Background: an optimization exercise with open tools, aiming at small area and a short achievable clock period. Do not read the settings as production practice.
Only simulation tests tie the RTL to the original design; equivalence was not proved.
Power and IR drop assume default switching activity.

$ cat design/flow/design.v
package sssp_pkg;
    localparam int LANE_COUNT = 8;
    localparam int LANE_W = 64;
    localparam int WORD_W = LANE_COUNT * LANE_W;
    localparam int LEVEL_W = 8;
    localparam int VERTEX_W = 32;
    localparam int LANE_PRESENT_BIT = 63;
    typedef logic [WORD_W-1:0] word_t;
    typedef logic [LANE_W-1:0] lane_t;
    typedef logic [LEVEL_W-1:0] level_t;
    typedef logic [VERTEX_W-1:0] vertex_t;
    typedef logic [LANE_COUNT-1:0] lane_mask_t;
    typedef logic [3:0] slot_count_t;
endpackage
`timescale 1ns/1ps
module sssp_lane #(
    parameter int ADDR_W = 6
) (
    input  logic              clk,
    input  logic              clr,
    input  logic              present,    
    input  logic [ADDR_W-1:0] idx,
    output logic              hit,        
    output logic [ADDR_W-1:0] hit_idx
);
    localparam int LO_W = ADDR_W / 2;
    localparam int HI_W = ADDR_W - LO_W;
    localparam int LO_N = 2 ** LO_W;
    localparam int HI_N = 2 ** HI_W;
    logic [HI_N*LO_N-1:0] visited;
    logic [LO_N-1:0]      sel_lo;
    logic [HI_N-1:0]      sel_hi;
    logic [HI_N-1:0]      seen_hi;
    logic                 seen;
    always_comb begin
        for (int j = 0; j < LO_N; j++) begin
            sel_lo[j] = present && idx[LO_W-1:0] == LO_W'(j);
        end
        for (int h = 0; h < HI_N; h++) begin
            sel_hi[h] = idx[ADDR_W-1:LO_W] == HI_W'(h);
        end
        for (int h = 0; h < HI_N; h++) begin
            seen_hi[h] = 1'b0;
            for (int j = 0; j < LO_N; j++) begin
                seen_hi[h] = seen_hi[h] | (visited[h * LO_N + j] & sel_lo[j]);
            end
        end
        seen = 1'b0;
        for (int h = 0; h < HI_N; h++) begin
            seen = seen | (seen_hi[h] & sel_hi[h]);
        end
    end
    always_ff @(posedge clk) begin
        for (int h = 0; h < HI_N; h++) begin
            for (int j = 0; j < LO_N; j++) begin
                visited[h * LO_N + j] <= (visited[h * LO_N + j] && !clr) || (sel_lo[j] && sel_hi[h]);
            end
        end
        hit <= present && !(seen && !clr);
        hit_idx <= idx;
    end
endmodule
`timescale 1ns/1ps
module update_compactor (
    input  logic                 clk,
    input  logic                 rst,
    input  sssp_pkg::lane_mask_t hit_in,
    output sssp_pkg::lane_mask_t hit,
    output logic [sssp_pkg::LANE_COUNT-1:0][2:0] pos,
    output logic [2:0]           fill,     
    output logic                 complete,  
    output logic                 any        
);
    localparam int LANES = sssp_pkg::LANE_COUNT;
    function automatic logic [8:0] merge(input logic [8:0] a, input logic [8:0] b);
        merge = '0;
        for (int i = 0; i <= 8; i++) begin
            for (int j = 0; j <= 8 - i; j++) begin
                merge[i + j] = merge[i + j] | (a[i] & b[j]);
            end
        end
    endfunction
    function automatic logic [2:0] pick(input logic [8:0] cnt, input logic [7:0][2:0] sum);
        pick = '0;
        for (int c = 0; c < 8; c++) begin
            pick = pick | (sum[c] & {3{cnt[c]}});
        end
    endfunction
    logic [2:0] f;
    logic [7:0][2:0] f_plus;    
    logic [8:0] f_wrap;         
    logic [8:0] one [LANES];
    logic [8:0] c01, c23, c45, c67, c0_3, c4_6, c4_7;
    logic [8:0] cnt [LANES+1];
    always_comb begin
        for (int c = 0; c < 8; c++) begin
            f_plus[c] = f + 3'(c);
        end
        for (int c = 0; c <= 8; c++) begin
            f_wrap[c] = (4'(f) + 4'(c)) >= 4'd8;
        end
        for (int k = 0; k < LANES; k++) begin
            one[k] = {7'b0, hit_in[k], !hit_in[k]};
        end
        c01 = merge(one[0], one[1]);
        c23 = merge(one[2], one[3]);
        c45 = merge(one[4], one[5]);
        c67 = merge(one[6], one[7]);
        c0_3 = merge(c01, c23);
        c4_6 = merge(c45, one[6]);
        c4_7 = merge(c45, c67);
        cnt[0] = 9'b1;
        cnt[1] = one[0];
        cnt[2] = c01;
        cnt[3] = merge(c01, one[2]);
        cnt[4] = c0_3;
        cnt[5] = merge(c0_3, one[4]);
        cnt[6] = merge(c0_3, c45);
        cnt[7] = merge(c0_3, c4_6);
        cnt[8] = merge(c0_3, c4_7);
    end
    always_ff @(posedge clk) begin
        if (rst) begin
            f <= '0;
            hit <= '0;
            fill <= '0;
            complete <= 1'b0;
            any <= 1'b0;
        end else begin
            f <= pick(cnt[LANES], f_plus) | (f & {3{cnt[LANES][8]}});
            hit <= hit_in;
            fill <= f;
            complete <= |(cnt[LANES] & f_wrap);
            any <= |(f_plus[0]) || |(cnt[LANES][8:1]);
        end
        for (int k = 0; k < LANES; k++) begin
            pos[k] <= pick(cnt[k], f_plus);
        end
    end
endmodule
`timescale 1ns/1ps
module update_packer (
    input  logic                 clk,
    input  logic                 rst,
    input  sssp_pkg::lane_mask_t hit,
    input  logic [sssp_pkg::LANE_COUNT-1:0][2:0] pos,
    input  logic [sssp_pkg::LANE_COUNT-1:0][5:0] idx,
    input  sssp_pkg::level_t     level,
    input  logic [2:0]           fill,
    input  logic                 complete,   
    input  logic                 any,        
    input  logic                 last_in,
    output sssp_pkg::word_t      word_out,
    output logic                 valid_out,
    output logic                 done
);
    localparam int LANES = sssp_pkg::LANE_COUNT;
    localparam int SLOT_W = sssp_pkg::LANE_W;
    localparam int TOP = sssp_pkg::WORD_W - 1;
    logic [8:0] d_vtx [LANES];
    logic [LANES-1:0] w_m;
    logic [8:0] m_vtx [LANES];
    logic [7:0] m_lvl [LANES];
    logic [8:0] v_vtx [LANES-1];
    logic [7:0] v_lvl;
    logic       mclr;
    logic       flushing;
    logic       flush_now;
    logic       show;
    always_comb begin
        for (int s = 0; s < LANES; s++) begin
            d_vtx[s] = '0;
            w_m[s] = 1'b0;
            for (int k = 0; k < LANES; k++) begin
                if (hit[k] && pos[k] == 3'(s)) begin
                    d_vtx[s] = d_vtx[s] | {idx[k], 3'(k)};
                    w_m[s] = 1'b1;
                end
            end
            if (3'(s) < fill) w_m[s] = 1'b0;
        end
    end
    assign flush_now = last_in || flushing;
    assign show = !done && (complete || (flush_now && any));
    always_ff @(posedge clk) begin
        if (rst) begin
            valid_out <= 1'b0;
            done <= 1'b0;
            flushing <= 1'b0;
            mclr <= 1'b1;
        end else begin
            valid_out <= show;
            mclr <= show;
            if (flush_now) flushing <= 1'b1;
            if (flush_now && !complete) done <= 1'b1;
        end
        for (int s = 0; s < LANES; s++) begin
            if (w_m[s]) begin
                m_vtx[s] <= d_vtx[s];
                m_lvl[s] <= level;
            end else if (mclr) begin
                if (s < LANES - 1 && 3'(s) < fill) begin
                    m_vtx[s] <= v_vtx[s];
                    m_lvl[s] <= v_lvl;
                end else begin
                    m_vtx[s] <= '0;
                    m_lvl[s] <= '0;
                end
            end
        end
        for (int s = 0; s < LANES - 1; s++) begin
            v_vtx[s] <= d_vtx[s];
        end
        v_lvl <= level;
    end
    always_comb begin
        word_out = '0;
        for (int s = 0; s < LANES; s++) begin
            word_out[TOP - s * SLOT_W - 23 -: 9] = m_vtx[s];
            word_out[TOP - s * SLOT_W - 56 -: 8] = m_lvl[s];
        end
    end
endmodule
`timescale 1ns/1ps
module sssp_top #(
    parameter int ADDR_W = 6
) (
    input  logic             clk,
    input  logic             rst,
    input  sssp_pkg::word_t  word_in,
    input  logic             word_in_valid,
    input  sssp_pkg::level_t current_level,
    input  logic             last_input_in,
    output sssp_pkg::word_t  word_out,
    output logic             valid_out,
    output logic             done
);
    localparam int LANES = sssp_pkg::LANE_COUNT;
    localparam int LANE_W = sssp_pkg::LANE_W;
    localparam int TOP = sssp_pkg::WORD_W - 1;
    logic                 ended;
    logic                 rst_d;
    sssp_pkg::lane_mask_t present;
    always_ff @(posedge clk) begin
        rst_d <= rst;
        if (rst) begin
            ended <= 1'b0;
        end else if (last_input_in) begin
            ended <= 1'b1;
        end
    end
    for (genvar k = 0; k < LANES; k++) begin : g_present
        assign present[k] = !rst && !ended && word_in_valid && word_in[TOP - k * LANE_W];
    end
    sssp_pkg::lane_mask_t r_hit;
    logic [ADDR_W-1:0]    r_idx [LANES];
    sssp_pkg::level_t     r_level;
    logic                 r_last;
    for (genvar k = 0; k < LANES; k++) begin : g_lane
        sssp_lane #(
            .ADDR_W (ADDR_W)
        ) u_lane (
            .clk     (clk),
            .clr     (rst_d),
            .present (present[k]),
            .idx     (word_in[TOP - k * LANE_W - (LANE_W - ADDR_W) -: ADDR_W]),
            .hit     (r_hit[k]),
            .hit_idx (r_idx[k])
        );
    end
    always_ff @(posedge clk) begin
        r_last <= !rst && !ended && last_input_in;
        r_level <= current_level;
    end
    sssp_pkg::lane_mask_t s_hit;
    logic [LANES-1:0][2:0] s_pos;
    logic [2:0]           s_fill;
    logic                 s_complete;
    logic                 s_any;
    logic [LANES-1:0][ADDR_W-1:0] s_idx;
    sssp_pkg::level_t     s_level;
    logic                 s_last;
    update_compactor u_compactor (
        .clk    (clk),
        .rst    (rst),
        .hit_in (r_hit),
        .hit    (s_hit),
        .pos    (s_pos),
        .fill   (s_fill),
        .complete (s_complete),
        .any      (s_any)
    );
    always_ff @(posedge clk) begin
        s_last <= !rst && r_last;
        s_level <= r_level;
        for (int k = 0; k < LANES; k++) begin
            s_idx[k] <= r_idx[k];
        end
    end
    update_packer u_packer (
        .clk       (clk),
        .rst       (rst),
        .hit       (s_hit),
        .pos       (s_pos),
        .idx       (s_idx),
        .level     (s_level),
        .fill      (s_fill),
        .complete  (s_complete),
        .any       (s_any),
        .last_in   (s_last),
        .word_out  (word_out),
        .valid_out (valid_out),
        .done      (done)
    );
endmodule
$ cat design/flow/config.mk
export PLATFORM = sky130hd
export DESIGN_NAME = sssp_top
export DESIGN_NICKNAME = sssp_top
export VERILOG_FILES = /design/flow/design.v
export SDC_FILE = /design/flow/constraint.sdc
export NUM_CORES = 4
export LEC_CHECK = 0
export ABC_AREA = 1
export CAP_MARGIN = 20
export CORE_MARGIN = 2
export CORE_UTILIZATION = 40
export CTS_CLUSTER_DIAMETER = 100
export CTS_CLUSTER_SIZE = 30
export SETUP_SLACK_MARGIN = 5
export SLEW_MARGIN = 20
$ cat design/flow/run.sh
#!/bin/bash
# synth_recipe.tcl (not shown) runs the flow's synth.tcl, then flattens the netlist and writes it again
# the make line also repeats each setting of config.mk as NAME=value (left out here)
make -C /OpenROAD-flow-scripts/flow DESIGN_CONFIG=/design/flow/config.mk WORK_HOME=/design/flow/orfs CLKGATE_MAP_FILE= SYNTH_SCRIPT=/design/flow/synth_recipe.tcl finish
$ cat design/flow/constraint.sdc
create_clock -name core_clock -period 8.0 [get_ports {clk}]
set_input_delay 1.6000 -clock core_clock [delete_from_list [all_inputs] [get_ports {clk}]]
set_output_delay 1.6000 -clock core_clock [all_outputs]
set_load 0.01 [all_outputs]
==> qor.txt, run 1 <==
CTS Buf Count -> 39
Pins Over Slew Limit -> 0
vias per cell -> 5.088
critical path fanouts, max -> 1
Initial Utilization -> 40.45%
# rows -> 113
status -> no timing/DRC/antenna violations
async set-or-reset flop fraction in the synthesized netlist -> 0%
count leader, synth -> nand2_1
RSZ-0062 raised after global routing -> yes
setup TNS -> 0 ns
Pleak -> 18.29 nW
DP HPWL -> 93.08 mm
Initial DRC Count -> 3574
worst hold start -> g_lane[1].u_lane.hit_idx[3]
CTS tree -> yes
Crit path required time -> 6.40 ns
Worst Path Buf+Inv -> 1
post-synth top area share -> 39.06%
DRT antenna net count -> 0
Root Driver -> clkbuf_16
total gr overflow -> 0
area of the multi-input gates -> 0.01692 mm2
smallest setup slack after layout -> 5.021 ns
Die Span Y -> 314.2 um
fmax -> 335.7 MHz
Setup CP Type -> flop to primary output
Total Power -> 8.623 mW
Mean Syn Cell Area -> 7.655 um2
Clock Latency Late Sink -> 0.65 ns
Synth area leader -> dfxtp_1
Via Count -> 33.35k
DP Worst Slack -> 3.339 ns
Syn-to-layout area delta -> 11.48%
worst-path cell chain -> clkdlybuf4s15_2
Gate Count Post-Synth -> 5028
largest net degree at the start of global routing -> 229
first-pass GRT wire length -> 191.2 mm
Reg area -> 0.01912 mm2
layout cells sized above 1 -> 5.201%
Slew @ Worst Pin -> 1.158 ns
critical path launch point type -> flop
HP Class -> flop to flop
first drt pass iteration count -> 6
Top Family by Delay on Critical Path -> flip-flops
Ys Warns -> 11
vias in the first global route -> 29.56k
final critical-path required period -> 2.979 ns
Mapped Area -> 0.03849 mm2
CTS max path bufs -> 3
H-tree depth -> 2
clock skew -> 0.04614 ns
RR Endpoint -> u_packer.m_lvl[5][4]
R2R Path Start -> u_compactor.pos[9]
power per cell area -> 201.0 mW/mm2
Seq cells post-synth -> 887
Hold Path End -> s_idx[9]
FILL cells -> 9764
core area -> 0.09515 mm2
critical path data arrival time -> 1.38 ns
port bufs -> 205
Rel. slew slack -> 22.78%
chip width -> 314.2 um
WL/cell -> 20.14 um
Slowest Stage Delay on Critical Path -> 0.47 ns
slowest cell on the critical path -> edfxtp_1
final setup fails -> 0
nets -> 5807
CP Capture Type -> primary output
max_cap viols -> 0
io pins -> 1038
initial antenna violation count -> 6
R2R depth -> 9
clk sinks -> 887
count of flip-flops with a built-in enable after synthesis -> 136
gr usage total -> 25.52%
RePlAce Congestion -> 1.044
Routed Wire Length -> 132.1 mm
die area -> 0.09872 mm2
dominant cells by area after synthesis -> dfxtp_1 (39%), nand2_1 (18%), edfxtp_1 (11%)
post-route clock period utilization -> 37.23%
peak supply drop -> 0.1420 mV
top cells by count, synth -> nand2_1 (1820), dfxtp_1 (751), o21ai_0 (590), inv_1 (383), buf_4 (376)
sequential area share after synthesis -> 49.67%
Clock transition at path regs -> 0.11 ns
final hold violation count -> 0
worst reg-to-reg setup slack -> 5.11 ns
post-synth cell types -> 47
Residual DRC -> 0
Post-synth top flop -> dfxtp_1
hold depth -> 0
==> report_power, final <==
group          switching, mW  total [mW]  internal (mW)
logic                  0.860        1.17          0.310
registers              0.201        4.98           4.77
clock network           1.51        2.48          0.964
total                   2.57        8.62           6.05
==> layer usage <==
| layer | part of all wire [%] | wire (um) | up-vias | global-route usage, % |
|---|---|---|---|---|
| li1 | - | - | 16070 | - |
| met1 | 45 | 59870 | 15720 | 36.63 |
| met2 | 43 | 57310 | 1313 | 38.95 |
| met3 | 8.3 | 10920 | 249 | 5.026 |
| met4 | 3.0 | 3912 | 6 | 6.916 |
| met5 | 0.028 | 37 | - | 0 |
==> layout make-up <==
type | count | share of cell area [%]
Sequential cell | 887 | 44.57
Clock inverter | 13 | 0.4957
Multi-Input combinational cell | 3695 | 39.42
Antenna cell | 3 | 0.01750
Clock buffer | 48 | 2.353
Inverter | 391 | 3.455
Tap cell | 1265 | 3.689
Timing Repair Buffer | 253 | 5.998
==> cell usage in the layout (no fill, tap or decap), types with 47 or more instances in the layout <==
cell,instances
a21oi_1,47
dlygate4sd2_1,101
o21ai_0,590
inv_1,383
nand3_1,80
a221oi_1,48
nor3_1,76
o22ai_1,111
conb_1,376
nand2_1,1810
edfxtp_1,136
nor2_4,77
nor2_1,280
dfxtp_1,748
==> how the worst max path moves through the flow <==
stage / startpoint / endpoint / slack [ns] / cells after the start
detailed placement: rst / g_lane[6].u_lane.hit / 3.34 / 14
CTS: u_packer.m_lvl[1][0] / word_out[384] / 4.97 / 1
finish: u_packer.m_vtx[0][5] / word_out[485] / 5.02 / 1
global route: rst / g_lane[3].u_lane.hit / 4.99 / 17
global placement: rst / g_lane[6].u_lane.hit / 3.33 / 14
floorplan: rst / g_lane[0].u_lane.hit / 5.10 / 12
==> what timing repair did <==
| action | CTS | global route |
|---|---|---|
| cloned | 32 | 10 |
| pin swaps | 39 | 26 |
| hold buffers | 0 | 0 |
| resized for setup | 321 | 66 |
| setup buffers | 20 | 16 |
| setup endpoints to repair | 793 | 197 |
| endpoints found under the hold margin | 0 | 0 |
==> sequential cells by signal, summed over array words and instances (netlist names), 24 cells and up <==
register               flops
s_idx                     48
u_packer.v_vtx            63
g_lane.u_lane.hit_idx     48
g_lane.u_lane.visited    512
u_packer.m_lvl            64
u_compactor.pos           24
u_packer.m_vtx            72
==> through the flow <==
stage / area [um2] / std cells / util (%) / hold slack, ns
after floorplan: 39900 / 5403 / - / 0.3096
after global placement: 40440 / 6413 / 42.50 / 0.3107
after detailed placement: 40440 / 6413 / 42.50 / 0.3121
after CTS: 42510 / 6526 / 44.67 / 0.3341
after global routing: 42900 / 6552 / 45.09 / 0.3403
final: 42910 / 6555 / 45.10 / 0.3343
==> kinds of logic after synthesis <==
group,Yosys count,synth area share (%)
buf+inv,861,12.10
xor+xnor,3,0.06828
flops,887,49.67
other cells,1,0.009743
simple gates,2377,24.56
fa+ha+maj,16,0.5201
compound gates,883,13.08
==> inputs of run 2 (changes only) <==
--- a/design/flow/config.mk
+++ b/design/flow/config.mk
@@ -10,6 +10,3 @@
 export CORE_MARGIN = 2
 export CORE_UTILIZATION = 40
-export CTS_CLUSTER_DIAMETER = 100
-export CTS_CLUSTER_SIZE = 30
-export SETUP_SLACK_MARGIN = 5
 export SLEW_MARGIN = 20
==> run 2 against run 1 <==
Still clean on timing, DRC and antenna. Clock power increased by 75%. Routed wire length decreased by 2.2%. Via count decreased by 0.76%. Die area unchanged. Critical endpoint is now u_packer.m_lvl[4][4].
==> qor.txt, run 2 <==
status -> no timing/DRC/antenna violations (unchanged)
vias in the first global route -> 29.58k (was 29.56k)
first drt pass iteration count -> 6 (unchanged)
post-route clock period utilization -> 52.00% (was 37.23%)
Top reg by flops -> g_lane.u_lane.visited (unchanged)
max_cap viols -> 0 (unchanged)
largest net degree at the start of global routing -> 229 (unchanged)
die area -> 0.09872 mm2 (unchanged)
core area -> 0.09515 mm2 (unchanged)
most common cell after layout, fill and taps aside -> nand2_1 (unchanged)
critical path fanouts, max -> 17 (was 1)
final hold violation count -> 0 (unchanged)
Initial DRC Count -> 3598 (was 3574)
vias per cell -> 5.024 (was 5.088)
post-layout util -> 45.77% (was 45.10%)
CP Capture Type -> flop (was primary output)
CTS Buf Count -> 93 (was 39)
# rows -> 113 (unchanged)
DP HPWL -> 93.08 mm (unchanged)
Final Cell Area -> 0.04356 mm2 (was 0.04291 mm2)
Routed Wire Length -> 129.2 mm (was 132.1 mm)
post-CTS sizing -> 0 (was 321)
Root Driver -> clkbuf_16 (unchanged)
Mean Syn Cell Area -> 7.655 um2 (unchanged)
Slew @ Worst Pin -> 1.192 ns (was 1.158 ns)
max reg flops -> 512 (unchanged)
count leader, synth -> nand2_1 (unchanged)
top flop regs -> g_lane.u_lane.visited x512, u_packer.m_vtx x72, u_packer.m_lvl x64 (unchanged)
final setup fails -> 0 (unchanged)
most frequent cells in the layout -> nand2_1 (1820), dfxtp_1 (751), o21ai_0 (590), inv_1 (383), conb_1 (376) (was nand2_1 (1810), dfxtp_1 (748), o21ai_0 (590), inv_1 (383), conb_1 (376))
power per cell area -> 241.2 mW/mm2 (was 201.0 mW/mm2)
critical path data arrival time -> 4.35 ns (was 1.38 ns)
Slowest Stage Delay on Critical Path -> 0.76 ns (was 0.47 ns)
most used cell, CP -> inv_1
peak supply drop -> 0.1537 mV (was 0.1420 mV)
Residual DRC -> 0 (unchanged)
nets -> 5783 (was 5807)
Via Count -> 33.10k (was 33.35k)
Die Span Y -> 314.2 um (unchanged)
port bufs -> 205 (unchanged)
CTS tree -> yes (unchanged)
Seq cells post-synth -> 887 (unchanged)
count of flip-flops with a built-in enable after synthesis -> 136 (unchanged)
Ys Warns -> 11 (unchanged)
Pleak -> 18.40 nW (was 18.29 nW)
FILL cells -> 9646 (was 9764)
Post-CTS Hold Fix Bufs -> 0 (unchanged)
final critical-path required period -> 4.160 ns (was 2.979 ns)
Pins Over Slew Limit -> 0 (unchanged)
initial antenna violation count -> 5 (was 6)
# Post-CTS Setup Buffers -> 0 (was 20)
total gr overflow -> 0 (unchanged)
Area after DPL -> 0.04044 mm2 (unchanged)
RePlAce Congestion -> 1.044 (unchanged)
gr usage total -> 25.29% (was 25.52%)
Clock Latency Late Sink -> 0.71 ns (was 0.65 ns)
Syn-to-layout area delta -> 13.16% (was 11.48%)
DRT antenna net count -> 0 (unchanged)
chip width -> 314.2 um (unchanged)
H-tree depth -> 3 (was 2)
CTS max path bufs -> 3 (unchanged)
async set-or-reset flop fraction in the synthesized netlist -> 0% (unchanged)
io pins -> 1038 (unchanged)
Rel. slew slack -> 20.51% (was 22.78%)
Crit path required time -> 8.19 ns (was 6.40 ns)
WL/cell -> 19.61 um (was 20.14 um)
clk sinks -> 887 (unchanged)
clock skew -> 0.05848 ns (was 0.04614 ns)
post-synth cell types -> 47 (unchanged)
Mapped Area -> 0.03849 mm2 (unchanged)
slowest cell on the critical path -> dfxtp_1 (was edfxtp_1)
setup TNS -> 0 ns (unchanged)
sequential area share after synthesis -> 49.67% (unchanged)
HP Class -> flop to flop (unchanged)
layout cells sized above 1 -> 4.510% (was 5.201%)
worst-path cell chain -> inv_1 > a21oi_1 > inv_1 > nand2_2 > nand2_1 (was clkdlybuf4s15_2)
dominant cells by area after synthesis -> dfxtp_1 (39%), nand2_1 (18%), edfxtp_1 (11%) (unchanged)
critical path launch point type -> flop (unchanged)
post-synth top area share -> 39.06% (unchanged)
Gate Count Post-Synth -> 5028 (unchanged)
Setup CP Type -> flop to flop (was flop to primary output)
Clock transition at path regs -> 0.06 ns (was 0.11 ns)
hold slack -> 0.3238 ns (was 0.3343 ns)
first-pass GRT wire length -> 188.9 mm (was 191.2 mm)
fmax -> 240.4 MHz (was 335.7 MHz)
RSZ-0062 raised after global routing -> no (was yes)
top cells by count, synth -> nand2_1 (1820), dfxtp_1 (751), o21ai_0 (590), inv_1 (383), buf_4 (376) (unchanged)
Post-synth top flop -> dfxtp_1 (unchanged)
Initial Utilization -> 40.45% (unchanged)
Synth area leader -> dfxtp_1 (unchanged)
[run 2: kinds of logic after synthesis]
| group | after synthesis | synth area share (%) |
|---|---|---|
| compound gates | 883 | 13.08 |
| xor+xnor | 3 | 0.06828 |
| fa+ha+maj | 16 | 0.5201 |
| buf+inv | 861 | 12.10 |
| flops | 887 | 49.67 |
| other cells | 1 | 0.009743 |
| simple gates | 2377 | 24.56 |
[run 2: path summary, 6_finish.rpt]
path	depth (start not counted)	slack [ns]	end	start
max	5	3.84	u_packer.m_lvl[4][4]	u_compactor.fill[2]
min	0	0.32	s_idx[9]	g_lane[1].u_lane.hit_idx[3]
max reg2reg	5	3.84	u_packer.m_lvl[4][4]	u_compactor.fill[2]
min reg2reg	0	0.32	s_idx[9]	g_lane[1].u_lane.hit_idx[3]
[run 2: report_power, final]
group / switching [mW] / internal [mW]
Sequential: 0.202 / 4.78
Combinational: 0.827 / 0.350
Clock: 1.88 / 2.47
Total: 2.91 / 7.60
[run 2: worst max-delay path, delay by kind of cell, from the launching register on]
family | cells | cell delay [ns]
simple gates | 2 | 1.15
compound gates | 1 | 0.76
buf+inv | 2 | 0.96
flops | 1 | 0.76
[run 2: final cells by class]
| cell class | count | area [um2] | area share [%] |
|---|---|---|---|
| Antenna cell | 2 | 5.005 | 0.01149 |
| Clock buffer | 131 | 2641 | 6.064 |
| Clock inverter | 42 | 469.2 | 1.077 |
| Inverter | 391 | 1475 | 3.387 |
| Multi-Input combinational cell | 3655 | 16120 | 37.02 |
| Sequential cell | 887 | 19120 | 43.89 |
| Tap cell | 1265 | 1583 | 3.634 |
| Timing Repair Buffer | 215 | 2140 | 4.912 |
[run 2: metal layers]
| layer | vias to the layer above | GRT usage, % | wire length, um |
|---|---|---|---|
| li1 | 16020 | - | - |
| met1 | 15440 | 36.07 | 58730 |
| met2 | 1373 | 37.83 | 55750 |
| met3 | 255 | 5.665 | 10740 |
| met4 | 6 | 8.080 | 3916 |
| met5 | - | 0 | 41 |
[run 2: through the flow]
step	total power, mW	worst slack, ns	std cells
2_1_floorplan	5.734	5.096	5403
3_3_place_gp	6.213	3.334	6413
3_5_place_dp	6.206	3.339	6413
4_1_cts	10.57	3.863	6586
5_1_grt	10.87	3.601	6586
6_report	10.51	3.840	6588
==> inputs of run 3 (changes only) <==
--- a/design/flow/config.mk
+++ b/design/flow/config.mk
@@ -10,3 +10,4 @@
 export CORE_MARGIN = 2
 export CORE_UTILIZATION = 40
+export SETUP_SLACK_MARGIN = 5
 export SLEW_MARGIN = 20
==> run 3 against run 2 <==
Still clean on timing, DRC and antenna. Synthesized cell count stayed put. Non-clock buffer count up 37. Via count is 2.0% higher. Cell area grew 2.5%. Clock power hardly changed. Sequential share of layout area fell by 1.0 points. Register-to-register slack improved by 1.3 ns. Utilization grew 1.1 points. Largest cell class unchanged.
==> qor.txt, run 3 <==
Setup CP Type -> flop to primary output (was flop to flop)
Mean Syn Cell Area -> 7.655 um2 (unchanged)
DP Worst Slack -> 3.339 ns (unchanged)
max reg flops -> 512 (unchanged)
WL/cell -> 19.96 um (was 19.61 um)
most frequent cells in the layout -> nand2_1 (1810), dfxtp_1 (748), o21ai_0 (590), inv_1 (383), conb_1 (376) (was nand2_1 (1820), dfxtp_1 (751), o21ai_0 (590), inv_1 (383), conb_1 (376))
Pins Over Slew Limit -> 0 (unchanged)
count leader, synth -> nand2_1 (unchanged)
max_cap viols -> 0 (unchanged)
hold slack -> 0.3245 ns (was 0.3238 ns)
first-pass GRT wire length -> 192.8 mm (was 188.9 mm)
Gate Count Post-Synth -> 5028 (unchanged)
critical path fanouts, max -> 1 (was 17)
core area -> 0.09515 mm2 (unchanged)
critical path data arrival time -> 1.42 ns (was 4.35 ns)
Seq cells post-synth -> 887 (unchanged)
RePlAce Congestion -> 1.044 (unchanged)
async set-or-reset flop fraction in the synthesized netlist -> 0% (unchanged)
most common cell after layout, fill and taps aside -> nand2_1 (unchanged)
CTS tree -> yes (unchanged)
met2 Use GR -> 38.66% (was 37.83%)
vias per cell -> 5.068 (was 5.024)
Initial DRC Count -> 3662 (was 3598)
CP Capture Type -> primary output (was flop)
Post-synth top flop -> dfxtp_1 (unchanged)
GRT Max-Usage Layer -> met2 (unchanged)
Post-CTS Hold Fix Bufs -> 0 (unchanged)
Synth area leader -> dfxtp_1 (unchanged)
worst-path cell chain -> buf_6 (was inv_1 > a21oi_1 > inv_1 > nand2_2 > nand2_1)
Worst Path Buf+Inv -> 1 (was 2)
chip width -> 314.2 um (unchanged)
Root Driver -> clkbuf_16 (unchanged)
CTS Buf Count -> 93 (unchanged)
smallest setup slack after layout -> 4.981 ns (was 3.840 ns)
Clock transition at path regs -> 0.07 ns (was 0.06 ns)
sequential area share after synthesis -> 49.67% (unchanged)
CTS max path bufs -> 3 (unchanged)
post-route clock period utilization -> 37.74% (was 52.00%)
Die Span Y -> 314.2 um (unchanged)
clock skew -> 0.05732 ns (was 0.05848 ns)
Clock Latency Late Sink -> 0.71 ns (about the same)
Slew @ Worst Pin -> 1.210 ns (was 1.192 ns)
nets -> 5853 (was 5783)
final setup fails -> 0 (unchanged)
post-synth cell types -> 47 (unchanged)
Ys Warns -> 11 (unchanged)
Top Family by Delay on Critical Path -> flip-flops (was simple AND/OR/NAND/NOR gates)
final hold violation count -> 0 (unchanged)
port bufs -> 205 (unchanged)
top flop regs -> g_lane.u_lane.visited x512, u_packer.m_vtx x72, u_packer.m_lvl x64 (unchanged)
count of flip-flops with a built-in enable after synthesis -> 136 (unchanged)
slowest cell on the critical path -> edfxtp_1 (was dfxtp_1)
Via Count -> 33.75k (was 33.10k)
status -> no timing/DRC/antenna violations (unchanged)
io pins -> 1038 (unchanged)
Rel. slew slack -> 19.31% (was 20.51%)
Pleak -> 19.08 nW (was 18.40 nW)
gr usage total -> 25.81% (was 25.29%)
first drt pass iteration count -> 8 (was 6)
Residual DRC -> 0 (unchanged)
fmax -> 331.2 MHz (was 240.4 MHz)
dominant cells by area after synthesis -> dfxtp_1 (39%), nand2_1 (18%), edfxtp_1 (11%) (unchanged)
total gr overflow -> 0 (unchanged)
RR Endpoint -> u_packer.m_vtx[6][5] (was u_packer.m_lvl[4][4])
DRT antenna net count -> 0 (unchanged)
Crit path required time -> 6.40 ns (was 8.19 ns)
final critical-path required period -> 3.019 ns (was 4.160 ns)
Top reg by flops -> g_lane.u_lane.visited (unchanged)
H-tree depth -> 3 (unchanged)
initial antenna violation count -> 6 (was 5)
# rows -> 113 (unchanged)
hold depth -> 0 (unchanged)
die area -> 0.09872 mm2 (unchanged)
peak supply drop -> 0.1544 mV (was 0.1537 mV)
Mapped Area -> 0.03849 mm2 (unchanged)
critical path launch point type -> flop (unchanged)
Routed Wire Length -> 132.9 mm (was 129.2 mm)
HP Class -> flop to flop (unchanged)
top cells by count, synth -> nand2_1 (1820), dfxtp_1 (751), o21ai_0 (590), inv_1 (383), buf_4 (376) (unchanged)
worst reg-to-reg setup slack -> 5.10 ns (was 3.84 ns)
vias in the first global route -> 30.09k (was 29.58k)
R2R depth -> 8 (was 5)
Syn-to-layout area delta -> 15.93% (was 13.16%)
clk sinks -> 887 (unchanged)
post-synth top area share -> 39.06% (unchanged)
Initial Utilization -> 40.45% (unchanged)
layout cells sized above 1 -> 7.030% (was 4.510%)
Slowest Stage Delay on Critical Path -> 0.52 ns (was 0.76 ns)
power per cell area -> 235.4 mW/mm2 (was 241.2 mW/mm2)
largest net degree at the start of global routing -> 229 (unchanged)
met3 Track Usage GR -> 5.659% (was 5.665%)
setup TNS -> 0 ns (unchanged)
Hold Path End -> s_idx[9] (unchanged)
worst hold start -> g_lane[1].u_lane.hit_idx[3] (unchanged)
RSZ-0062 raised after global routing -> yes (was no)
DP HPWL -> 93.08 mm (unchanged)
GR Util met1 -> 36.81% (was 36.07%)
R2R Path Start -> u_compactor.fill[1] (was u_compactor.fill[2])
## run 3: cells by family after synthesis
kind of cell,Yosys count,share of synthesized area (%)
XOR/XNOR,3,0.06828
AO/OA/AOI/OAI,883,13.08
AND/OR/NAND/NOR,2377,24.56
adder cells (fa/ha/maj),16,0.5201
buffers and inverters,861,12.10
flip-flops,887,49.67
other,1,0.009743
## run 3: final cells by class
class | count | area, um2
Fill cell | 9624 | 50530
Inverter | 391 | 1483
Sequential cell | 887 | 19120
Antenna cell | 3 | 7.507
Tap cell | 1265 | 1583
Clock buffer | 131 | 2641
Multi-Input combinational cell | 3688 | 16830
Clock inverter | 42 | 469.2
Timing Repair Buffer | 252 | 2485
## run 3: per-layer routing
layer,vias up,share of wire [%],wire [um]
li1,16220,-,-
met1,15870,45,59800
met2,1397,43,57440
met3,256,8.5,11360
met4,6,3.2,4290
met5,-,0.028,37
## run 3: worst max path at each step
stage                         startpoint                    to  cells past startpoint
floorplan                            rst  g_lane[0].u_lane.hit                     12
global placement                     rst  g_lane[6].u_lane.hit                     14
detailed placement                   rst  g_lane[6].u_lane.hit                     14
CTS                 u_packer.m_lvl[1][0]         word_out[384]                      1
global route        u_packer.m_lvl[1][0]         word_out[384]                      1
finish              u_packer.m_lvl[1][0]         word_out[384]                      1
## run 3: report_power, final
| part | total, mW | leakage, nW | internal (mW) | switching (mW) |
|---|---|---|---|---|
| Combinational | 1.16 | 10.0 | 0.308 | 0.856 |
| Clock | 4.36 | 1.52 | 2.47 | 1.89 |
| Sequential | 4.98 | 7.53 | 4.78 | 0.202 |
## run 3: stage by stage
step	total power, mW	utilization, %	std cells	cell area [um2]
floorplan	5.734	-	5403	39900
global placement	6.213	42.50	6413	40440
detailed placement	6.206	42.50	6413	40440
CTS	10.54	46.53	6628	44280
global route	10.86	46.89	6656	44620
finish	10.50	46.90	6659	44620
## run 3: what timing repair did
| action | CTS | global route |
|---|---|---|
| endpoints found under the setup margin | 793 | 171 |
| cloned | 22 | 12 |
| pin swaps | 28 | 17 |
| resized for setup | 399 | 51 |
| setup buffers | 20 | 16 |
==> inputs of run 4 (changes only) <==
--- a/design/flow/config.mk
+++ b/design/flow/config.mk
@@ -10,4 +10,6 @@
 export CORE_MARGIN = 2
 export CORE_UTILIZATION = 40
+export CTS_BUF_LIST = sky130_fd_sc_hd__clkbuf_8
+export CTS_CLUSTER_SIZE = 20
 export SETUP_SLACK_MARGIN = 5
 export SLEW_MARGIN = 20
==> run 4 against run 3 <==
Global-route usage up 0.11 points. Die area is the same. Clock skew decreased by 0.014 ns. Non-clock buffer count fell by 6. Total power fell by 1.4%. Synthesized cell count unchanged. Sequential power about the same. Clock power is 3% lower. Maximum frequency is 4.6% lower. First-iteration DRC count decreased by 4.1%. Critical endpoint unchanged.
==> qor.txt, run 4 <==
status -> no timing/DRC/antenna violations (unchanged)
Crit path required time -> 6.40 ns (about the same)
RePlAce Congestion -> 1.044 (unchanged)
Total Power -> 10.36 mW (was 10.50 mW)
Final Cell Area -> 0.04417 mm2 (was 0.04462 mm2)
Gate Count Post-Synth -> 5028 (unchanged)
clk sinks -> 887 (unchanged)
Mapped Area -> 0.03849 mm2 (unchanged)
peak supply drop -> 0.1452 mV (was 0.1544 mV)
Clock transition at path regs -> 0.07 ns (about the same)
Sw Pwr -> 2.978 mW (was 2.950 mW)
nets -> 5895 (was 5853)
count of flip-flops with a built-in enable after synthesis -> 136 (unchanged)
vias in the first global route -> 30.58k (was 30.09k)
Synth Area in Simple Gates -> 24.56% (unchanged)
Initial DRC Count -> 3513 (was 3662)
sequential area share after synthesis -> 49.67% (unchanged)
FILL cells -> 9654 (was 9624)
Rel. slew slack -> 30.37% (was 19.31%)
post-synth cell types -> 47 (unchanged)
first drt pass iteration count -> 6 (was 8)
area of the multi-input gates -> 0.01675 mm2 (was 0.01683 mm2)
post-synthesis mux area share -> 0% (unchanged)
Ys Warns -> 11 (unchanged)
critical path data arrival time -> 1.56 ns (was 1.42 ns)
final setup fails -> 0 (unchanged)
Clock Latency Late Sink -> 0.85 ns (was 0.71 ns)
Root Driver -> clkbuf_8 (was clkbuf_16)
H-tree depth -> 4 (was 3)
R2R depth -> 6 (was 8)
critical path fanouts, max -> 1 (unchanged)
die area -> 0.09872 mm2 (unchanged)
WL/cell -> 19.61 um (was 19.96 um)
most frequent cells in the layout -> nand2_1 (1811), dfxtp_1 (747), o21ai_0 (590), inv_1 (432), conb_1 (376) (was nand2_1 (1810), dfxtp_1 (748), o21ai_0 (590), inv_1 (383), conb_1 (376))
clock power share -> 40.9% (was 41.5%)
DRT antenna net count -> 0 (unchanged)
post-route clock period utilization -> 39.55% (was 37.74%)
final critical-path required period -> 3.164 ns (was 3.019 ns)
Residual DRC -> 0 (unchanged)
Initial Utilization -> 40.45% (unchanged)
Post-synth top flop -> dfxtp_1 (unchanged)
Via Count -> 34.00k (was 33.75k)
worst reg-to-reg setup slack -> 5.13 ns (was 5.10 ns)
post-layout util -> 46.43% (was 46.90%)
Slowest Stage Delay on Critical Path -> 0.51 ns (was 0.52 ns)
setup TNS -> 0 ns (unchanged)
Seq cells post-synth -> 887 (unchanged)
XOR/XNOR Fraction of Synth Area -> 0.06826% (unchanged)
post-synth top area share -> 39.06% (unchanged)
dominant cells by area after synthesis -> dfxtp_1 (39%), nand2_1 (18%), edfxtp_1 (11%) (unchanged)
total gr overflow -> 0 (unchanged)
top flop regs -> g_lane.u_lane.visited x512, u_packer.m_vtx x72, u_packer.m_lvl x64 (unchanged)
worst-path cell chain -> buf_6 (unchanged)
final hold violation count -> 0 (unchanged)
end point of the critical path -> word_out[384] (unchanged)
Pleak -> 19.18 nW (was 19.08 nW)
max reg flops -> 512 (unchanged)
critical path depth in cells -> 1 (unchanged)
Post-Synth Adder-Cell Area -> 0.5201% (unchanged)
Area after DPL -> 0.04044 mm2 (unchanged)
DP HPWL -> 93.08 mm (unchanged)
most common cell after layout, fill and taps aside -> nand2_1 (unchanged)
Top Family by Delay on Critical Path -> flip-flops (unchanged)
Die Span Y -> 314.2 um (unchanged)
vias per cell -> 5.040 (was 5.068)
Syn-to-layout area delta -> 14.77% (was 15.93%)
count leader, synth -> nand2_1 (unchanged)
Top reg by flops -> g_lane.u_lane.visited (unchanged)
core area -> 0.09515 mm2 (unchanged)
layout cells sized above 1 -> 9.768% (was 7.030%)
Setup CP Type -> flop to primary output (unchanged)
CTS max path bufs -> 3 (unchanged)
R2R Path Start -> u_compactor.fill[0] (was u_compactor.fill[1])
slowest cell on the critical path -> edfxtp_1 (unchanged)
largest family of logic cells by synthesized area -> simple AND/OR/NAND/NOR gates (unchanged)
Reg area -> 0.01913 mm2 (was 0.01912 mm2)
Sw Ratio -> 28.75% (was 28.08%)
chip width -> 314.2 um (unchanged)
CP Launch Point -> u_packer.m_lvl[1][0] (unchanged)
CP Capture Type -> primary output (unchanged)
CTS tree -> yes (unchanged)
Slew @ Worst Pin -> 1.044 ns (was 1.210 ns)
RSZ-0062 raised after global routing -> yes (unchanged)
largest net degree at the start of global routing -> 229 (unchanged)
gr usage total -> 25.91% (was 25.81%)
DP Worst Slack -> 3.339 ns (unchanged)
initial antenna violation count -> 4 (was 6)
fmax -> 316.1 MHz (was 331.2 MHz)
RR Endpoint -> u_packer.m_vtx[4][5] (was u_packer.m_vtx[6][5])
first-pass GRT wire length -> 193.3 mm (was 192.8 mm)
Reg power frac -> 48.1% (was 47.4%)
clock skew -> 0.04323 ns (was 0.05732 ns)
CTS Buf Count -> 150 (was 93)
power per cell area -> 234.5 mW/mm2 (was 235.4 mW/mm2)
Worst Path Buf+Inv -> 1 (unchanged)
top cells by count, synth -> nand2_1 (1820), dfxtp_1 (751), o21ai_0 (590), inv_1 (383), buf_4 (376) (unchanged)
critical path launch point type -> flop (unchanged)
Mean Syn Cell Area -> 7.655 um2 (unchanged)
Synth area leader -> dfxtp_1 (unchanged)
io pins -> 1038 (unchanged)
Synth Area in Compound Gates -> 13.08% (unchanged)
# rows -> 113 (unchanged)
port bufs -> 205 (unchanged)
async set-or-reset flop fraction in the synthesized netlist -> 0% (unchanged)
Pins Over Slew Limit -> 0 (unchanged)
Cell Int Power -> 7.380 mW (was 7.555 mW)
Routed Wire Length -> 132.3 mm (was 132.9 mm)
combinational power share -> 11.0% (was 11.1%)
smallest setup slack after layout -> 4.836 ns (was 4.981 ns)
max_cap viols -> 0 (unchanged)
HP Class -> flop to flop (unchanged)
## run 4: logic make-up (layout without fill, tap and decap cells)
kind of cell | Yosys count | in the layout
AO/OA/AOI/OAI | 883 | 883
XOR/XNOR | 3 | 3
adder cells (fa/ha/maj) | 16 | 16
buffers and inverters | 861 | 911
flip-flops | 887 | 887
other | 1 | 381
AND/OR/NAND/NOR | 2377 | 2401
## run 4: per-layer routing
layer	vias to the layer above	GRT usage [%]	routed length (um)
li1	16320	-	-
met1	15880	36.02	58660
met2	1497	38.58	56660
met3	302	6.482	12200
met4	4	9.950	4781
met5	-	0	22
## run 4: what timing repair did
item / 4_1_cts / 5_1_grt
buffers inserted: 17 / 13
resized for setup: 660 / 34
gates cloned: 17 / 8
pin swaps: 28 / 11
hold buffers: 0 / 0
setup endpoints to repair: 793 / 284
## run 4: worst min-delay path by stage
stage,slack [ns],start,cells after the start,endpoint
6_report,0.31,g_lane[3].u_lane.hit_idx[1],0,s_idx[19]
3_5_place_dp,0.31,g_lane[2].u_lane.hit_idx[2],0,s_idx[14]
4_1_cts,0.31,g_lane[0].u_lane.hit_idx[2],0,s_idx[2]
5_1_grt,0.32,g_lane[0].u_lane.hit_idx[2],0,s_idx[2]
2_1_floorplan,0.31,g_lane[0].u_lane.hit_idx[0],0,s_idx[0]
3_3_place_gp,0.31,g_lane[7].u_lane.hit_idx[0],0,s_idx[42]
## run 4: layout make-up
cell class / instances / share of cell area, %
diodes: 5 / 0.02832
clock buffers: 181 / 5.639
clock inverters: 93 / 1.544
inverters: 391 / 3.356
multi-input cells: 3679 / 37.91
flip-flops and latches: 887 / 43.30
well taps: 1265 / 3.583
repair buffers: 246 / 4.645
## run 4: power by group through the flow
stage | sequential [mW] | clock, mW | combinational [mW]
2_1_floorplan | 5.01 | 0 | 0.725
3_3_place_gp | 5.07 | 0 | 1.14
3_5_place_dp | 5.06 | 0 | 1.15
4_1_cts | 4.97 | 4.33 | 1.10
5_1_grt | 4.99 | 4.53 | 1.23
6_report | 4.98 | 4.23 | 1.14
## run 4: per-stage QoR
stage	hold slack, ns	cells
6_report	0.3092	6747
5_1_grt	0.3196	6743
4_1_cts	0.3113	6721
3_5_place_dp	0.3121	6413
3_3_place_gp	0.3107	6413
2_1_floorplan	0.3096	5403
==> inputs of run 5 (changes only) <==
--- a/design/flow/design.v
+++ b/design/flow/design.v
@@ -181,4 +181,14 @@
         end
     end
+    logic [LANES-1:0] take_v;
+    logic [LANES-1:0] keep;
+    logic [8:0]       v_vtx_x [LANES];
+    always_comb begin
+        for (int s = 0; s < LANES; s++) begin
+            take_v[s] = !w_m[s] && mclr && s < LANES - 1 && 3'(s) < fill;
+            keep[s] = !w_m[s] && !mclr;
+            v_vtx_x[s] = (s < LANES - 1) ? v_vtx[s < LANES - 1 ? s : 0] : '0;
+        end
+    end
     assign flush_now = last_in || flushing;
     assign show = !done && (complete || (flush_now && any));
@@ -196,16 +206,10 @@
         end
         for (int s = 0; s < LANES; s++) begin
-            if (w_m[s]) begin
-                m_vtx[s] <= d_vtx[s];
-                m_lvl[s] <= level;
-            end else if (mclr) begin
-                if (s < LANES - 1 && 3'(s) < fill) begin
-                    m_vtx[s] <= v_vtx[s];
-                    m_lvl[s] <= v_lvl;
-                end else begin
-                    m_vtx[s] <= '0;
-                    m_lvl[s] <= '0;
-                end
-            end
+            m_vtx[s] <= ({9{w_m[s]}} & d_vtx[s])
+                      | ({9{take_v[s]}} & v_vtx_x[s])
+                      | ({9{keep[s]}} & m_vtx[s]);
+            m_lvl[s] <= ({8{w_m[s]}} & level)
+                      | ({8{take_v[s]}} & v_lvl)
+                      | ({8{keep[s]}} & m_lvl[s]);
         end
         for (int s = 0; s < LANES - 1; s++) begin
--- a/design/flow/config.mk
+++ b/design/flow/config.mk
@@ -10,6 +10,6 @@
 export CORE_MARGIN = 2
 export CORE_UTILIZATION = 40
-export CTS_BUF_LIST = sky130_fd_sc_hd__clkbuf_8
-export CTS_CLUSTER_SIZE = 20
+export CTS_CLUSTER_DIAMETER = 100
+export CTS_CLUSTER_SIZE = 30
 export SETUP_SLACK_MARGIN = 5
 export SLEW_MARGIN = 20
==> run 5 against run 4 <==
Synthesized cell count is 4.1% higher. Utilization is 1.7 points lower. Cell area decreased by 3.8%. Routed wire length increased by 1.1%. Count of clock-buffer cells in the layout down 138. Critical path depth stayed put. Clock skew down 0.011 ns. Combinational power down 26%. Flip-flop and latch count is the same. Total power down 23%. Worst hold slack gained 0.026 ns.
==> qor.txt, run 5 <==
DRT antenna net count -> 0 (unchanged)
Final Cell Area -> 0.04248 mm2 (was 0.04417 mm2)
largest net degree at the start of global routing -> 196 (was 229)
most common cell after layout, fill and taps aside -> nand2_1 (unchanged)
critical path depth in cells -> 1 (unchanged)
clock skew -> 0.03249 ns (was 0.04323 ns)
CP Capture Type -> primary output (unchanged)
top flop regs -> g_lane.u_lane.visited x512, u_packer.m_vtx x72, u_packer.m_lvl x64 (unchanged)
status -> no timing/DRC/antenna violations (unchanged)
Initial DRC Count -> 3004 (was 3513)
Die Span Y -> 313.8 um (was 314.2 um)
slowest cell on the critical path -> dfxtp_1 (was edfxtp_1)
Mean Syn Cell Area -> 7.336 um2 (was 7.655 um2)
final hold violation count -> 0 (unchanged)
WL/cell -> 19.83 um (was 19.61 um)
die area -> 0.09847 mm2 (was 0.09872 mm2)
CTS max path bufs -> 3 (unchanged)
clk sinks -> 887 (unchanged)
max_cap viols -> 0 (unchanged)
final critical-path required period -> 2.960 ns (was 3.164 ns)
critical path fanouts, max -> 2 (was 1)
setup TNS -> 0 ns (unchanged)
DP HPWL -> 95.53 mm (was 93.08 mm)
max reg flops -> 512 (unchanged)
vias in the first global route -> 30.33k (was 30.58k)
Crit path required time -> 6.40 ns (about the same)
vias per cell -> 5.042 (was 5.040)
Gate Count Post-Synth -> 5233 (was 5028)
fmax -> 337.9 MHz (was 316.1 MHz)
HP Class -> flop to flop (unchanged)
Top reg by flops -> g_lane.u_lane.visited (unchanged)
Mapped Area -> 0.03839 mm2 (was 0.03849 mm2)
Synth area leader -> dfxtp_1 (unchanged)
first-pass GRT wire length -> 193.7 mm (was 193.3 mm)
Root Driver -> clkbuf_16 (was clkbuf_8)
R2R Path Start -> u_compactor.f[1] (was u_compactor.fill[0])
port bufs -> 205 (unchanged)
Setup CP Type -> flop to primary output (unchanged)
post-route clock period utilization -> 36.99% (was 39.55%)
Residual DRC -> 0 (unchanged)
post-synth top area share -> 46.25% (was 39.06%)
worst hold start -> g_lane[7].u_lane.hit_idx[4] (was g_lane[3].u_lane.hit_idx[1])
RR Endpoint -> u_compactor.f[2] (was u_packer.m_vtx[4][5])
dominant cells by area after synthesis -> dfxtp_1 (46%), nand2_1 (19%), buf_4 (7.5%) (was dfxtp_1 (39%), nand2_1 (18%), edfxtp_1 (11%))
critical path data arrival time -> 1.36 ns (was 1.56 ns)
Initial Utilization -> 40.41% (was 40.45%)
first drt pass iteration count -> 6 (unchanged)
count leader, synth -> nand2_1 (unchanged)
CTS tree -> yes (unchanged)
post-synth cell types -> 54 (was 47)
Rel. slew slack -> 29.53% (was 30.37%)
critical path launch point type -> flop (unchanged)
Syn-to-layout area delta -> 10.64% (was 14.77%)
Ys Warns -> 12 (was 11)
Seq cells post-synth -> 887 (unchanged)
peak supply drop -> 0.1912 mV (was 0.1452 mV)
sequential area share after synthesis -> 46.25% (was 49.67%)
Post-synth top flop -> dfxtp_1 (unchanged)
count of flip-flops with a built-in enable after synthesis -> 0 (was 136)
Hold Path End -> s_idx[46] (was s_idx[19])
worst-path cell chain -> dlygate4sd2_1 (was buf_6)
layout cells sized above 1 -> 6.244% (was 9.768%)
Clock transition at path regs -> 0.12 ns (was 0.07 ns)
total gr overflow -> 0 (unchanged)
power per cell area -> 186.6 mW/mm2 (was 234.5 mW/mm2)
gr usage total -> 25.68% (was 25.91%)
most frequent cells in the layout -> nand2_1 (1921), dfxtp_1 (837), o21ai_0 (562), inv_1 (381), conb_1 (376) (was nand2_1 (1811), dfxtp_1 (747), o21ai_0 (590), inv_1 (432), conb_1 (376))
chip width -> 313.8 um (was 314.2 um)
Routed Wire Length -> 133.7 mm (was 132.3 mm)
Clock Latency Late Sink -> 0.62 ns (was 0.85 ns)
Slowest Stage Delay on Critical Path -> 0.42 ns (was 0.51 ns)
RePlAce Congestion -> 1.037 (was 1.044)
CTS Buf Count -> 37 (was 150)
initial antenna violation count -> 13 (was 4)
Via Count -> 34.01k (was 34.00k)
async set-or-reset flop fraction in the synthesized netlist -> 0% (unchanged)
R2R depth -> 8 (was 6)
core area -> 0.09501 mm2 (was 0.09515 mm2)
# rows -> 113 (unchanged)
top cells by count, synth -> nand2_1 (1923), dfxtp_1 (887), o21ai_0 (562), buf_4 (383), inv_1 (381) (was nand2_1 (1820), dfxtp_1 (751), o21ai_0 (590), inv_1 (383), buf_4 (376))
Slew @ Worst Pin -> 1.057 ns (was 1.044 ns)
RSZ-0062 raised after global routing -> no (was yes)
nets -> 6005 (was 5895)
final setup fails -> 0 (unchanged)
Pleak -> 18.64 nW (was 19.18 nW)
Top Family by Delay on Critical Path -> flip-flops (unchanged)
H-tree depth -> 2 (was 4)
Pins Over Slew Limit -> 0 (unchanged)
Worst Path Buf+Inv -> 1 (unchanged)
Area after DPL -> 0.04026 mm2 (was 0.04044 mm2)
worst reg-to-reg setup slack -> 5.14 ns (was 5.13 ns)
io pins -> 1038 (unchanged)
FILL cells -> 9907 (was 9654)
hold depth -> 0 (unchanged)
## run 5: cell count changes after synthesis, sizes merged, moves of 13 or more
cell     previous run  this run
o221ai             18        52
a221oi             48        35
o22ai             113        80
nand3              91       186
o2111ai            29        13
edfxtp            136         0
o21ai             592       566
dfxtp             751       887
nor2              352       338
o211ai              3        28
nand2            1821      1937
## run 5: per-stage QoR
stage               setup slack [ns]  utilization [%]  instances  power (mW)  hold WS (ns)
global placement               3.531            42.37       6617       5.627        0.3102
floorplan                      5.060                -       5608       5.349        0.3096
detailed placement             3.556            42.37       6617       5.624        0.3121
finish                         5.040            44.71       6745       7.926        0.3354
CTS                            4.943            44.12       6701       7.960        0.3377
global route                   4.986            44.70       6743       8.223        0.3424
## run 5: worst max-delay path by stage
stage	from	to	slack [ns]
finish	u_packer.m_vtx[5][8]	word_out[168]	5.04
floorplan	word_in_valid	g_lane[0].u_lane.hit	5.06
global route	rst	g_lane[5].u_lane.hit	4.99
global placement	rst	g_lane[4].u_lane.hit	3.53
detailed placement	rst	g_lane[4].u_lane.hit	3.56
CTS	word_in[192]	g_lane[4].u_lane.hit	4.94
## run 5: cells by family after synthesis
kind of cell	Yosys count	synth area share (%)
AND/OR/NAND/NOR	2591	27.69
adder cells (fa/ha/maj)	16	0.5215
XOR/XNOR	3	0.06845
AO/OA/AOI/OAI	866	13.03
multiplexers	1	0.02607
buffers and inverters	868	12.40
other	1	0.009768
flip-flops	887	46.25
## run 5: layer usage
metal / routed length, um / global-route usage (%) / vias up
met4: 3687 / 6.840 / 6
met1: 60260 / 35.72 / 15890
met2: 59210 / 40.25 / 1283
li1: - / - / 16630
met5: 38 / 0 / -
met3: 10540 / 5.456 / 201
## run 5: timing repair
action,4_1_cts,5_1_grt
hold buffers,0,0
resized for setup,282,56
pin swaps,21,35
gates cloned,18,15
setup buffers,15,26
endpoints found under the setup margin,658,23
## run 5: area by class of cell
cell class	instances	area (um2)	area share [%]
antenna	3	7.507	0.01767
clock buffer	43	1011	2.380
clock inverter	8	95.09	0.2239
inverter	396	1498	3.526
multi-input combinational	3884	17870	42.07
sequential	887	17830	41.98
tap	1265	1583	3.726
timing repair buffer	259	2579	6.071
## run 5: power by group
group,switching [mW],total [mW],internal [mW]
clock,1.43,2.36,0.934
combinational,0.627,0.841,0.214
sequential,0.167,4.72,4.56
==> inputs of run 6 (changes only) <==
--- a/design/flow/config.mk
+++ b/design/flow/config.mk
@@ -9,7 +9,8 @@
 export CAP_MARGIN = 20
 export CORE_MARGIN = 2
-export CORE_UTILIZATION = 40
+export CORE_UTILIZATION = 60
 export CTS_CLUSTER_DIAMETER = 100
 export CTS_CLUSTER_SIZE = 30
+export PLACE_DENSITY = 0.75
 export SETUP_SLACK_MARGIN = 5
 export SLEW_MARGIN = 20
==> run 6 against run 5 <==
The run now fails in 3_2_place_iop. Area after synthesis is the same. Synthesized cell count is the same.
==> qor.txt, run 6 <==
Mean Syn Cell Area -> 7.336 um2 (unchanged)
post-synth top area share -> 46.25% (unchanged)
dominant cells by area after synthesis -> dfxtp_1 (46%), nand2_1 (19%), buf_4 (7.5%) (unchanged)
sequential area share after synthesis -> 46.25% (unchanged)
Last stage -> 3_2_place_iop
# rows -> 92 (was 113)
Mapped Area -> 0.03839 mm2 (unchanged)
count leader, synth -> nand2_1 (unchanged)
top cells by count, synth -> nand2_1 (1923), dfxtp_1 (887), o21ai_0 (562), buf_4 (383), inv_1 (381) (unchanged)
chip width -> 257.0 um (was 313.8 um)
Ys Warns -> 12 (unchanged)
Post-synth top flop -> dfxtp_1 (unchanged)
count of flip-flops with a built-in enable after synthesis -> 0 (unchanged)
async set-or-reset flop fraction in the synthesized netlist -> 0% (unchanged)
Die Span Y -> 257.0 um (was 313.8 um)
Seq cells post-synth -> 887 (unchanged)
status -> did not finish (was no timing/DRC/antenna violations)
Synth area leader -> dfxtp_1 (unchanged)
post-synth cell types -> 54 (unchanged)
Gate Count Post-Synth -> 5233 (unchanged)
Initial Utilization -> 60.75% (was 40.41%)
Stop Error -> [ERROR PPL-0024] Number of IO pins (1038) exceeds maximum number of available positions (924). Increase the die perimeter from 1027.80um to 1411.68um.
-- run 6: cell counts after synthesis --
No cell type changed its count.
-- run 6: cell families after synthesis --
group / share of synthesized area, %
simple gates: 27.69
flops: 46.25
buf+inv: 12.40
compound gates: 13.03
fa+ha+maj: 0.5215
xor+xnor: 0.06845
other cells: 0.009768
mux: 0.02607
==> inputs of run 7 (changes only) <==
--- a/design/flow/config.mk
+++ b/design/flow/config.mk
@@ -9,8 +9,8 @@
 export CAP_MARGIN = 20
 export CORE_MARGIN = 2
-export CORE_UTILIZATION = 60
+export CORE_UTILIZATION = 40
 export CTS_CLUSTER_DIAMETER = 100
 export CTS_CLUSTER_SIZE = 30
-export PLACE_DENSITY = 0.75
+export PLACE_DENSITY = 0.8
 export SETUP_SLACK_MARGIN = 5
 export SLEW_MARGIN = 20
==> run 7 against run 6 <==
Now clean on timing, DRC and antenna. Area after synthesis stayed put. Synthesized cell count stayed put.
==> qor.txt, run 7 <==
status -> no timing/DRC/antenna violations (was did not finish)
peak supply drop -> 0.2010 mV
core area -> 0.09501 mm2
Routed Wire Length -> 132.3 mm
most frequent cells in the layout -> nand2_1 (1923), dfxtp_1 (858), o21ai_0 (562), inv_1 (381), conb_1 (376)
Clock transition at path regs -> 0.10 ns
final setup fails -> 0
Die Span Y -> 313.8 um (was 257.0 um)
Syn-to-layout area delta -> 10.88%
async set-or-reset flop fraction in the synthesized netlist -> 0% (unchanged)
Initial DRC Count -> 3767
worst-path cell chain -> clkdlybuf4s50_1 > inv_1 > nand3_1 > nor2_4 > buf_4 > nand2_1 > nand2_1 > nor2_1 > nand2_1 > nand2_1 > nand2_1 > nor2_1 > nand2_1 > a21oi_4
Post-synth top flop -> dfxtp_1 (unchanged)
critical path fanouts, max -> 6
port bufs -> 205
Top reg by flops -> g_lane.u_lane.visited
DP HPWL -> 95.22 mm
Gate Count Post-Synth -> 5233 (unchanged)
most common cell after layout, fill and taps aside -> nand2_1
Mean Syn Cell Area -> 7.336 um2 (unchanged)
HP Class -> flop to flop
max reg flops -> 512
Top Family by Delay on Critical Path -> buffers and inverters
most used cell, CP -> nand2_1
final hold violation count -> 0
Root Driver -> clkbuf_16
Residual DRC -> 0
Slew @ Worst Pin -> 1.112 ns
FILL cells -> 9468
CTS max path bufs -> 3
gr usage total -> 25.15%
clk sinks -> 887
max_cap viols -> 0
Ys Warns -> 12 (unchanged)
DRT antenna net count -> 0
largest net degree at the start of global routing -> 196
vias in the first global route -> 30.59k
Mapped Area -> 0.03839 mm2 (unchanged)
clock skew -> 0.04183 ns
fmax -> 325.3 MHz
io pins -> 1038
Clock Latency Late Sink -> 0.64 ns
Final Cell Area -> 0.04257 mm2
first-pass GRT wire length -> 189.8 mm
layout cells sized above 1 -> 5.904%
Via Count -> 34.95k
nets -> 6015
Initial Utilization -> 40.41% (was 60.75%)
RSZ-0062 raised after global routing -> yes
final critical-path required period -> 3.074 ns
vias per cell -> 5.174
Synth area leader -> dfxtp_1 (unchanged)
post-synth cell types -> 54 (unchanged)
WL/cell -> 19.59 um
Crit path required time -> 8.51 ns
Pins Over Slew Limit -> 0
Total Power -> 7.944 mW
critical path data arrival time -> 3.58 ns
CTS Buf Count -> 39
die area -> 0.09847 mm2
slowest cell on the critical path -> clkdlybuf4s50_1
Setup CP Type -> primary input to flop
initial antenna violation count -> 13
top flop regs -> g_lane.u_lane.visited x512, u_packer.m_vtx x72, u_packer.m_lvl x64
sequential area share after synthesis -> 46.25% (unchanged)
critical path launch point type -> primary input
count of flip-flops with a built-in enable after synthesis -> 0 (unchanged)
CTS tree -> yes
count leader, synth -> nand2_1 (unchanged)
total gr overflow -> 0
Seq cells post-synth -> 887 (unchanged)
H-tree depth -> 2
post-route clock period utilization -> 38.42%
Worst Path Buf+Inv -> 3
CP Capture Type -> flop
first drt pass iteration count -> 8
Area after DPL -> 0.04025 mm2
RePlAce Congestion -> 1.052
Slowest Stage Delay on Critical Path -> 0.60 ns
Rel. slew slack -> 25.87%
power per cell area -> 186.6 mW/mm2
chip width -> 313.8 um (was 257.0 um)
setup TNS -> 0 ns
post-synth top area share -> 46.25% (unchanged)
Pleak -> 18.69 nW
# rows -> 113 (was 92)
dominant cells by area after synthesis -> dfxtp_1 (46%), nand2_1 (19%), buf_4 (7.5%) (unchanged)
top cells by count, synth -> nand2_1 (1923), dfxtp_1 (887), o21ai_0 (562), buf_4 (383), inv_1 (381) (unchanged)
-- run 7: cell counts after synthesis --
Identical to the previous run, type by type.
-- run 7: power breakdown --
part	internal, mW	total (mW)	switching (mW)
Combinational	0.217	0.847	0.631
Clock	0.940	2.40	1.46
Sequential	4.55	4.70	0.149
Total	5.71	7.94	2.24
-- run 7: kinds of logic after synthesis --
group,after synthesis,synth area share (%)
AND/OR/NAND/NOR,2591,27.69
flip-flops,887,46.25
AO/OA/AOI/OAI,866,13.03
adder cells (fa/ha/maj),16,0.5215
multiplexers,1,0.02607
XOR/XNOR,3,0.06845
buffers and inverters,868,12.40
other,1,0.009768
-- run 7: path summary, 6_finish.rpt --
| kind | startpoint | to | slack (ns) | cells past startpoint |
|---|---|---|---|---|
| min reg2reg | g_lane[3].u_lane.hit_idx[2] | s_idx[20] | 0.33 | 0 |
| min | g_lane[3].u_lane.hit_idx[2] | s_idx[20] | 0.33 | 0 |
| max | word_in[449] | g_lane[0].u_lane.hit | 4.93 | 14 |
| max reg2reg | u_packer.mclr | u_packer.m_lvl[4][0] | 5.05 | 5 |
-- run 7: repair_timing --
item,4_1_cts,5_1_grt
resized for setup,266,50
endpoints found under the setup margin,717,30
setup buffers,11,25
cloned,34,14
hold buffers,0,0
pin swaps,43,25
-- run 7: area by class of cell --
| type | count | area (um2) | share of cell area, % |
|---|---|---|---|
| Multi-Input combinational cell | 3898 | 17960 | 42.19 |
| Timing Repair Buffer | 253 | 2544 | 5.976 |
| Sequential cell | 887 | 17820 | 41.85 |
| Tap cell | 1265 | 1583 | 3.718 |
| Clock inverter | 15 | 188.9 | 0.4438 |
| Clock buffer | 39 | 975.9 | 2.293 |
| Inverter | 396 | 1499 | 3.521 |
| Antenna cell | 1 | 2.502 | 0.005879 |
-- run 7: worst register-to-register path, cell delays in order, from the launching register on --
cell,delay [ns]
dfxtp_1,0.87
clkinv_2,0.62
buf_4,0.43
nor2_2,0.43
inv_1,0.25
o221ai_1,0.27
-- run 7: routing by layer --
layer / track usage, % / share of wire [%]
met1: 33.25 / 42
met2: 39.58 / 44
met3: 7.303 / 10
met4: 7.666 / 3.4
met5: 0 / 0.054
-- run 7: per-stage QoR --
step	utilization, %	worst slack [ns]	std cells	hold WS, ns
2_1_floorplan	-	5.060	5608	0.3096
3_3_place_gp	42.36	3.577	6615	0.3101
3_5_place_dp	42.36	3.546	6615	0.3121
4_1_cts	44.31	4.896	6714	0.3287
5_1_grt	44.80	4.892	6754	0.3323
6_report	44.80	4.926	6754	0.3268

[afterwards: timing with drivers on the ports]
The results above use ideal ports. As a check the final layouts listed here were re-extracted and re-timed, cells and wires unchanged. Step 1: set_driving_cell puts a clkbuf_16 on clk and a buf_2 on each other input, an assumption about the parent block. Step 2 also shifts input and output timing later by t, the mid clock arrival at the registers, as if the neighbouring blocks saw the same clock. Slacks: ideal / step 1 / step 2; pairs: ideal / step 1.
run | shift t [ns] | setup slack, ns | hold WS [ns] | worst setup path at the end | cell pins on the clock port's net
run 1 | 0.703 | 5.021 / 4.946 / 4.424 | 0.334 / 0.334 / 0.334 | input to register | 1
run 2 | 0.749 | 3.840 / 3.840 / 3.309 | 0.324 / 0.324 / 0.324 | input to register | 1
run 3 | 0.752 | 4.981 / 4.905 / 4.317 | 0.324 / 0.324 / 0.324 | input to register | 1
run 4 | 0.903 | 4.836 / 4.762 / 4.219 | 0.309 / 0.309 / 0.309 | input to register | 1
run 5 | 0.674 | 5.040 / 4.970 / 4.417 | 0.335 / 0.335 / 0.335 | input to register | 1
run 7 | 0.684 | 4.926 / 4.958 / 4.274 | 0.327 / 0.327 / 0.327 | input to register | 1
After both steps setup and hold are still met in every run listed. The setup slack of run 3, which loses most, moves by -0.076 ns with the drivers and by -0.664 ns with both steps.
